Background: an optimization exercise with open tools, aiming at small area, a short achievable clock period and few clock cycles per item. Do not read the settings as production practice. In this exercise RTL edits were held to simulation tests only and were not proved equivalent to the original.

**design.v**
```verilog
package aesPkg;
  typedef logic [32-1:0] aesWord;
  typedef union packed {
    logic [128-1:0] flat;
    aesWord [0:3]               cols;
  } aesBlock;
  typedef logic [4-1:0] roundIdx;
  function automatic logic [7:0] xtime(input logic [7:0] b);
    xtime = {b[6:0], 1'b0} ^ (b[7] ? 8'h1B : 8'h00);
  endfunction
endpackage
`timescale 1ns/10ps
module sBox (
  input  logic [7:0] in,
  output logic [7:0] out
);
  logic U0, U1, U2, U3, U4, U5, U6, U7;
  logic S0, S1, S2, S3, S4, S5, S6, S7;
  logic L0, L1, L2, L3, L4, L5, L6, L7, L8, L9, L10, L11, L12, L13, L14, L15, L16, L17, L18, L19, L20, L21, L22, L23, L24, L25, L26, L27, L28, L29, M1, M2, M3, M4, M5, M6, M7, M8, M9, M10, M11, M12, M13, M14, M15, M16, M17, M18, M19, M20, M21, M22, M23, M24, M25, M26, M27, M28, M29, M30, M31, M32, M33, M34, M35, M36, M37, M38, M39, M40, M41, M42, M43, M44, M45, M46, M47, M48, M49, M50, M51, M52, M53, M54, M55, M56, M57, M58, M59, M60, M61, M62, M63, T1, T2, T3, T4, T5, T6, T7, T8, T9, T10, T11, T12, T13, T14, T15, T16, T17, T18, T19, T20, T21, T22, T23, T24, T25, T26, T27;
  assign {U0, U1, U2, U3, U4, U5, U6, U7} = in;
  assign T1 = U0 ^ U3;
  assign T2 = U0 ^ U5;
  assign T3 = U0 ^ U6;
  assign T4 = U3 ^ U5;
  assign T5 = U4 ^ U6;
  assign T6 = T1 ^ T5;
  assign T7 = U1 ^ U2;
  assign T8 = U7 ^ T6;
  assign T9 = U7 ^ T7;
  assign T10 = T6 ^ T7;
  assign T11 = U1 ^ U5;
  assign T12 = U2 ^ U5;
  assign T13 = T3 ^ T4;
  assign T14 = T6 ^ T11;
  assign T15 = T5 ^ T11;
  assign T16 = T5 ^ T12;
  assign T17 = T9 ^ T16;
  assign T18 = U3 ^ U7;
  assign T19 = T7 ^ T18;
  assign T20 = T1 ^ T19;
  assign T21 = U6 ^ U7;
  assign T22 = T7 ^ T21;
  assign T23 = T2 ^ T22;
  assign T24 = T2 ^ T10;
  assign T25 = T20 ^ T17;
  assign T26 = T3 ^ T16;
  assign T27 = T1 ^ T12;
  assign M1 = T13 & T6;
  assign M2 = T23 & T8;
  assign M3 = T14 ^ M1;
  assign M4 = T19 & U7;
  assign M5 = M4 ^ M1;
  assign M6 = T3 & T16;
  assign M7 = T22 & T9;
  assign M8 = T26 ^ M6;
  assign M9 = T20 & T17;
  assign M10 = M9 ^ M6;
  assign M11 = T1 & T15;
  assign M12 = T4 & T27;
  assign M13 = M12 ^ M11;
  assign M14 = T2 & T10;
  assign M15 = M14 ^ M11;
  assign M16 = M3 ^ M2;
  assign M17 = M5 ^ T24;
  assign M18 = M8 ^ M7;
  assign M19 = M10 ^ M15;
  assign M20 = M16 ^ M13;
  assign M21 = M17 ^ M15;
  assign M22 = M18 ^ M13;
  assign M23 = M19 ^ T25;
  assign M24 = M22 ^ M23;
  assign M25 = M22 & M20;
  assign M26 = M21 ^ M25;
  assign M27 = M20 ^ M21;
  assign M28 = M23 ^ M25;
  assign M29 = M28 & M27;
  assign M30 = M26 & M24;
  assign M31 = M20 & M23;
  assign M32 = M27 & M31;
  assign M33 = M27 ^ M25;
  assign M34 = M21 & M22;
  assign M35 = M24 & M34;
  assign M36 = M24 ^ M25;
  assign M37 = M21 ^ M29;
  assign M38 = M32 ^ M33;
  assign M39 = M23 ^ M30;
  assign M40 = M35 ^ M36;
  assign M41 = M38 ^ M40;
  assign M42 = M37 ^ M39;
  assign M43 = M37 ^ M38;
  assign M44 = M39 ^ M40;
  assign M45 = M42 ^ M41;
  assign M46 = M44 & T6;
  assign M47 = M40 & T8;
  assign M48 = M39 & U7;
  assign M49 = M43 & T16;
  assign M50 = M38 & T9;
  assign M51 = M37 & T17;
  assign M52 = M42 & T15;
  assign M53 = M45 & T27;
  assign M54 = M41 & T10;
  assign M55 = M44 & T13;
  assign M56 = M40 & T23;
  assign M57 = M39 & T19;
  assign M58 = M43 & T3;
  assign M59 = M38 & T22;
  assign M60 = M37 & T20;
  assign M61 = M42 & T1;
  assign M62 = M45 & T4;
  assign M63 = M41 & T2;
  assign L0 = M61 ^ M62;
  assign L1 = M50 ^ M56;
  assign L2 = M46 ^ M48;
  assign L3 = M47 ^ M55;
  assign L4 = M54 ^ M58;
  assign L5 = M49 ^ M61;
  assign L6 = M62 ^ L5;
  assign L7 = M46 ^ L3;
  assign L8 = M51 ^ M59;
  assign L9 = M52 ^ M53;
  assign L10 = M53 ^ L4;
  assign L11 = M60 ^ L2;
  assign L12 = M48 ^ M51;
  assign L13 = M50 ^ L0;
  assign L14 = M52 ^ M61;
  assign L15 = M55 ^ L1;
  assign L16 = M56 ^ L0;
  assign L17 = M57 ^ L1;
  assign L18 = M58 ^ L8;
  assign L19 = M63 ^ L4;
  assign L20 = L0 ^ L1;
  assign L21 = L1 ^ L7;
  assign L22 = L3 ^ L12;
  assign L23 = L18 ^ L2;
  assign L24 = L15 ^ L9;
  assign L25 = L6 ^ L10;
  assign L26 = L7 ^ L9;
  assign L27 = L8 ^ L10;
  assign L28 = L11 ^ L14;
  assign L29 = L11 ^ L17;
  assign S0 = L6 ^ L24;
  assign S1 = ~(L16 ^ L26);
  assign S2 = ~(L19 ^ L28);
  assign S3 = L6 ^ L21;
  assign S4 = L20 ^ L22;
  assign S5 = L25 ^ L29;
  assign S6 = ~(L13 ^ L27);
  assign S7 = ~(L6 ^ L23);
  assign out = {S0, S1, S2, S3, S4, S5, S6, S7};
endmodule
`timescale 1ns/10ps
module keyExpand (
  input  logic            clk,
  input  logic            start,
  input  logic [7:0]      rcon,
  input  aesPkg::aesBlock key,
  output aesPkg::aesBlock roundKey,
  output aesPkg::aesBlock keyOut
);
  aesPkg::aesBlock keyQ;
  aesPkg::aesBlock keyNext;
  aesPkg::aesWord  rotWord;
  aesPkg::aesWord  subWord;
  aesPkg::aesWord  prefix [4];
  assign rotWord = {keyQ.cols[3][23:0], keyQ.cols[3][31:24]};
  for (genvar i = 0; i < 4; i++) begin : gSubWord
    sBox i_sBox (
      .in  (rotWord[8*i +: 8]),
      .out (subWord[8*i +: 8])
    );
  end
  always_comb begin
    prefix[0] = keyQ.cols[0] ^ {rcon, 24'h000000};
    for (int c = 1; c < 4; c++) begin
      prefix[c] = prefix[c-1] ^ keyQ.cols[c];
    end
    for (int c = 0; c < 4; c++) begin
      keyNext.cols[c] = prefix[c] ^ subWord;
    end
  end
  assign roundKey = keyNext;
  assign keyOut   = keyQ;
  always_ff @(posedge clk) begin
    if (start) begin
      keyQ <= key;
    end else begin
      keyQ <= keyNext;
    end
  end
endmodule
`timescale 1ns/10ps
module roundDatapath (
  input  logic            clk,
  input  logic            start,
  input  logic            lastRound,
  input  aesPkg::aesBlock data,
  input  aesPkg::aesBlock key,
  input  aesPkg::aesBlock roundKey,
  output aesPkg::aesBlock dataOut
);
  aesPkg::aesBlock state;
  aesPkg::aesBlock subbed;
  aesPkg::aesBlock shifted;
  aesPkg::aesBlock mixed;
  aesPkg::aesBlock roundOut;
  function automatic aesPkg::aesWord mixColumn(input aesPkg::aesWord col, input logic skip);
    logic [7:0] a [4];
    logic [7:0] all;
    for (int i = 0; i < 4; i++) begin
      a[i] = col[8*(3-i) +: 8];
    end
    all = a[0] ^ a[1] ^ a[2] ^ a[3];
    for (int i = 0; i < 4; i++) begin
      mixColumn[8*(3-i) +: 8] = a[i] ^
        ((aesPkg::xtime(a[i] ^ a[(i+1)%4]) ^ all) & {8{!skip}});
    end
  endfunction
  for (genvar i = 0; i < 16; i++) begin : gSubBytes
    sBox i_sBox (
      .in  (state.flat[8*i +: 8]),
      .out (subbed.flat[8*i +: 8])
    );
  end
  always_comb begin
    for (int c = 0; c < 4; c++) begin
      for (int r = 0; r < 4; r++) begin
        shifted.cols[c][8*(3-r) +: 8] = subbed.cols[(c+r)%4][8*(3-r) +: 8];
      end
    end
  end
  always_comb begin
    for (int c = 0; c < 4; c++) begin
      mixed.cols[c] = mixColumn(shifted.cols[c], lastRound);
    end
  end
  assign roundOut.flat = mixed.flat ^ roundKey.flat;
  always_ff @(posedge clk) begin
    if (start) begin
      state.flat <= data.flat ^ key.flat;
    end else begin
      state <= roundOut;
    end
  end
  assign dataOut = state;
endmodule
`timescale 1ns/10ps
module roundControl (
  input  logic       clk,
  input  logic       arstN,
  input  logic       validIn,
  output logic       start,
  output logic [7:0] rcon,
  output logic       lastRound,
  output logic       busy,
  output logic       validOut
);
  assign start = validIn && !busy;
  assign lastRound = (rcon == 8'h36);
  always_ff @(posedge clk or negedge arstN) begin
    if (!arstN) begin
      busy     <= 1'b0;
      validOut <= 1'b0;
    end else begin
      validOut <= busy && lastRound;
      busy     <= start || (busy && !lastRound);
    end
  end
  always_ff @(posedge clk) begin
    if (start) begin
      rcon <= 8'h01;
    end else begin
      rcon <= aesPkg::xtime(rcon);
    end
  end
endmodule
`timescale 1ns/10ps
module aesEncryptCore (
  input  logic    clk,
  input  logic    arstN,
  input  logic    validIn,
  input  aesPkg::aesBlock key,
  input  aesPkg::aesBlock data,
  output aesPkg::aesBlock dataOut,
  output aesPkg::aesBlock keyOut,
  output logic    validOut,
  output logic    busy
);
  logic            start;
  logic [7:0]      rcon;
  logic            lastRound;
  aesPkg::aesBlock roundKey;
  roundControl i_roundControl (
    .clk       (clk),
    .arstN     (arstN),
    .validIn   (validIn),
    .start     (start),
    .rcon      (rcon),
    .lastRound (lastRound),
    .busy      (busy),
    .validOut  (validOut)
  );
  keyExpand i_keyExpand (
    .clk      (clk),
    .start    (start),
    .rcon     (rcon),
    .key      (key),
    .roundKey (roundKey),
    .keyOut   (keyOut)
  );
  roundDatapath i_roundDatapath (
    .clk       (clk),
    .start     (start),
    .lastRound (lastRound),
    .data      (data),
    .key       (key),
    .roundKey  (roundKey),
    .dataOut   (dataOut)
  );
endmodule
```
**run.sh**
```bash
#!/bin/bash
# synth_recipe.tcl (not shown) runs the flow's synth.tcl, then flattens the netlist and writes it again
# the make line also repeats each setting of config.mk as NAME=value (left out here)
make -C /OpenROAD-flow-scripts/flow DESIGN_CONFIG=/design/flow/config.mk WORK_HOME=/design/flow/orfs CLKGATE_MAP_FILE= SYNTH_SCRIPT=/design/flow/synth_recipe.tcl finish
```
**config.mk**
```make
export PLATFORM = sky130hd
export DESIGN_NAME = aesEncryptCore
export DESIGN_NICKNAME = aesEncryptCore
export VERILOG_FILES = /design/flow/design.v
export SDC_FILE = /design/flow/constraint.sdc
export NUM_CORES = 4
export LEC_CHECK = 0
export CAP_MARGIN = 20
export CELL_PAD_IN_SITES_DETAIL_PLACEMENT = 2
export CELL_PAD_IN_SITES_GLOBAL_PLACEMENT = 3
export CORE_MARGIN = 2
export CORE_UTILIZATION = 28
export PLACE_DENSITY = 0.38
export SLEW_MARGIN = 20
```
**constraint.sdc**
```tcl
create_clock -name core_clock -period 20.0 [get_ports {clk}]
set_input_delay 4.0000 -clock core_clock [delete_from_list [all_inputs] [get_ports {clk}]]
set_output_delay 4.0000 -clock core_clock [all_outputs]
set_load 0.01 [all_outputs]
```
==> results.txt <==
critical path, delay by kind of cell (launching register included):
family                     cells  cell delay, ns
DFF                            1            0.99
adders and majority gates      1            0.33
and+or+nand+nor                3            0.92
AOI/OAI and AO/OA              2            0.25
xor gates and xnor gates      11            5.98
cells in the mapped netlist, types with 40 or more instances:
master,n
nand4_1,40
nand2b_1,41
xor2_1,617
or3_1,63
ha_1,40
and2_1,49
and3_1,43
xnor2_2,80
xnor3_1,261
o22ai_1,101
a31oi_1,89
o221ai_1,43
nand3_1,193
buf_2,183
dfxtp_1,264
xor3_1,49
a21oi_1,468
nor3_1,153
xnor2_1,1090
nor2_1,655
a211oi_1,85
o211ai_1,78
nand2_1,653
mux2i_1,97
a221oi_1,40
o21ai_0,421
clkbuf_1,232
inv_1,59
a22oi_1,42
per-layer routing:
layer / wire (µm) / track usage (%)
met3: 8870 / 2.30
met1: 136000 / 37.7
met2: 152000 / 51.3
met5: 0 / 0
met4: 18900 / 15.4
per-stage QoR:
| step | worst slack, ns | cells | cell area, µm² | util (%) |
|---|---|---|---|---|
| finish | 11.35 | 10000 | 65400 | 32.8 |
| global route | 10.99 | 10000 | 65400 | 32.8 |
| CTS | 11.41 | 10000 | 65400 | 32.8 |
| detailed placement | 11.41 | 9929 | 64000 | 32.1 |
| global placement | 11.08 | 9925 | 63900 | 32.1 |
| floorplan | 13.74 | 7046 | 56000 | - |
cell type report:
| cell class | count | area, µm² |
|---|---|---|
| Clock inverter | 21 | 235 |
| Sequential cell | 266 | 5340 |
| Antenna cell | 3 | 7.51 |
| Clock buffer | 58 | 1220 |
| Fill cell | 22700 | 134000 |
| Multi-Input combinational cell | 6232 | 48400 |
| Tap cell | 2656 | 3320 |
| Inverter | 59 | 221 |
| Timing Repair Buffer | 716 | 6690 |
worst max-delay path by stage:
stage,from,endpoint,slack [ns],depth (start not counted)
final,i_keyExpand.keyQ[23],i_roundDatapath.state[57],11.35,17
after global routing,i_keyExpand.keyQ[25],i_roundDatapath.state[5],10.99,20
after CTS,i_keyExpand.keyQ[23],i_roundDatapath.state[57],11.41,17
after detailed placement,i_keyExpand.keyQ[23],i_roundDatapath.state[57],11.41,17
after global placement,i_keyExpand.keyQ[23],i_roundDatapath.state[57],11.08,17
after floorplan,i_roundDatapath.state[87],i_roundDatapath.state[105],13.74,20
kinds of logic (layout without fill, tap and decap cells):
group,count (synthesis),count (layout)
adders and majority gates,66,66
DFF,266,266
and+or+nand+nor,2061,2061
buffers and inverters,548,854
other,0,3
muxes,128,128
AOI/OAI and AO/OA,1808,1808
xor gates and xnor gates,2169,2169
registers in the layout, indices dropped and copies added, names as in the netlist:
register and flops:
i_keyExpand.keyQ 128, i_roundDatapath.state 128, i_roundControl.rcon 8, i_roundControl.busy 1, i_roundControl.validOut 1
==> out/metrics.json <==
{
  "synth": {
    "synth_fa_ha_area_share_pct": 1.36,
    "synthDominantCellAreaShare_pct": 17.1,
    "synth_compound_gate_area_share_pct": 21.2,
    "synthXorXnorAreaFrac_pct": 44.3,
    "async_flop_share_pct": 0.752,
    "yosysSeqAreaShare_pct": 9.53,
    "synth_nets": 7345,
    "syn-instance-count": 7046,
    "netlist_top_cells_area": "xnor2_1 17%, xnor3_1 10%, xor2_1 9.7%, dfxtp_1 9.4%, nor2_1 4.4%",
    "multiplexer_share_of_the_synthesized_area_pct": 2.41,
    "synth_edf_count": 0,
    "combinational_family_with_the_most_area_after_synthesis": "XOR/XNOR gates",
    "ys_flop_type": "dfxtp_1",
    "ys_warn_count": 8,
    "synthesis.area_mm2": 0.0560,
    "synth_area_per_cell_um2": 7.95,
    "synth.lib_cells_used.distinct": 117,
    "synthDominantAreaCellType": "xnor2_1",
    "synth_simple_gate_area_share_pct": 16.8,
    "synth_seq_cells": 266
  },
  "placed_design": {
    "place.gp.congestion": 0.940,
    "dp_hpwl_um": 258000,
    "port_buffers": 516
  },
  "route": {
    "num_vias": 55500,
    "detail_route.vias_per_cell": 5.55,
    "final_antenna_net_count": 0,
    "dr.pass1.iters": 7,
    "routed_wl_um": 316000,
    "drt_iter0_drc": 3484,
    "post_drt_wl_per_cell_um": 31.6,
    "drt_drc_violations_left": 0
  },
  "clock_tree": {
    "cts_setup_buffers": 0,
    "clkLatencyLatePin_ns": 0.68,
    "tritoncts_num_sinks": 266,
    "htree_num_levels": 2,
    "tritoncts": "done",
    "cts.root.buffer_cell": "clkbuf_16",
    "holdBufCountCts": 0,
    "cts-resized-gates": 0,
    "clock_tree.buffer_depth": 3,
    "clk_transition_reported_paths_ns": 0.07,
    "numCtsBuffers": 44
  },
  "sta": {
    "timing.final.crit_share_pct": 43.3,
    "final_max_slew_viol_count": 0,
    "rsz0062_at_grt": "false",
    "max_slew_headroom_pct": 22.0,
    "report.final.hold_viol_count": 0,
    "fmaxAchievable_ghz": 0.116,
    "tightestPinTransition_ns": 1.16,
    "hold-worst-slack_ns": 0.509,
    "period_minus_slack_ns": 8.65,
    "final_tns_setup_ns": 0,
    "final.setup_skew_ns": 0.0538,
    "finalSetupViolCount": 0
  },
  "floorplanning": {
    "fp.coreArea_mm2": 0.199,
    "die_h_um": 451,
    "floorplan.initialDensity_pct": 28.1,
    "row_count": 164,
    "top_level_port_count": 517,
    "fp.dieArea_mm2": 0.204,
    "chipWidth_um": 451
  },
  "setup_path": {
    "reg2reg_launch_point": "i_keyExpand.keyQ[23]",
    "timing.critical_path.cells": "xnor3_1 > xor2_1 > xor2_1 > ha_1 > xnor3_1 > xnor3_1 > nor2_1 > nand4_1 > o21ai_0 > nor4_2 > xnor2_1 > xnor3_1 > xor2_1 > xor2_2 > xor2_1 > xnor2_1 > o21ai_0",
    "worst-path-max-fanout": 15,
    "reg2reg_depth": 17,
    "kind_of_launch_point_of_the_worst_setup_path": "register",
    "worstPathRequired_ns": 20.53,
    "worstSetupEndpointType": "register",
    "slowest_delay_ns": 0.99,
    "critical_path.slowest_cell": "dfxtp_1",
    "critPathKind": "reg2reg",
    "critical_path.reg2reg.endpoint": "i_roundDatapath.state[57]",
    "timing.reg2reg.setup_slack_ns": 11.35,
    "crit_arrival_ns": 9.18
  },
  "grt": {
    "grt_max_degree": 130,
    "grt_overflow_total": 0,
    "first_pass_grt_wire_length_um": 448000,
    "antenna_found_initial": 7,
    "globalRouteTotalUtil_pct": 30.0,
    "vias_in_the_first_global_route": 58000
  },
  "finish": {
    "final_common_cell": "xnor2_1",
    "post_route_cells_drive_above_1_share_pct": 8.05,
    "syn_to_final_growth_pct": 16.9,
    "net_count_final": 7618,
    "layout.cells.most_common_list": "1,075 x xnor2_1, 654 x nor2_1, 653 x nand2_1"
  },
  "hold_path": {
    "min_path_type": "reg2reg",
    "worst_hold_path.endpoint": "i_roundControl.rcon[7]",
    "min-delay-start": "i_roundControl.rcon[6]",
    "holdPathStages": 1
  },
  "run_status": {
    "outcome": "timing/DRC/antenna clean"
  },
  "flow_run": {
    "maxCapViolations": 0
  }
}
Testbench counts, summed over its fixed seeds: cycles 5,640, blocks 512.

-- port drivers added, routing unchanged --
How much do the figures lean on ideal ports? The routed layout below was timed once more, with nothing changed but the port constraints.
Step 1 sets driving cells, clkbuf_16 on the clock port and buf_2 on the other inputs (assumed; they add their load-dependent delay and slew).
Step 2 moves the port delays by t, midway between the first and last clock arrival at a register: inputs arrive t later, outputs are due t later. That takes back most of the time a late clock gives input paths.
Slacks: no drivers / after step 1 / after step 2; pairs: no drivers / after step 1.
shift t [ns]: 0.736
slack for setup (ns): 11.349 / 11.349 / 11.349
slew at the worst register clock pin (ns): 0.07 / 0.07
After both steps setup and hold are still met in this run. The setup slack of this run moves by 0.000 ns with the drivers and by 0.000 ns with both steps.
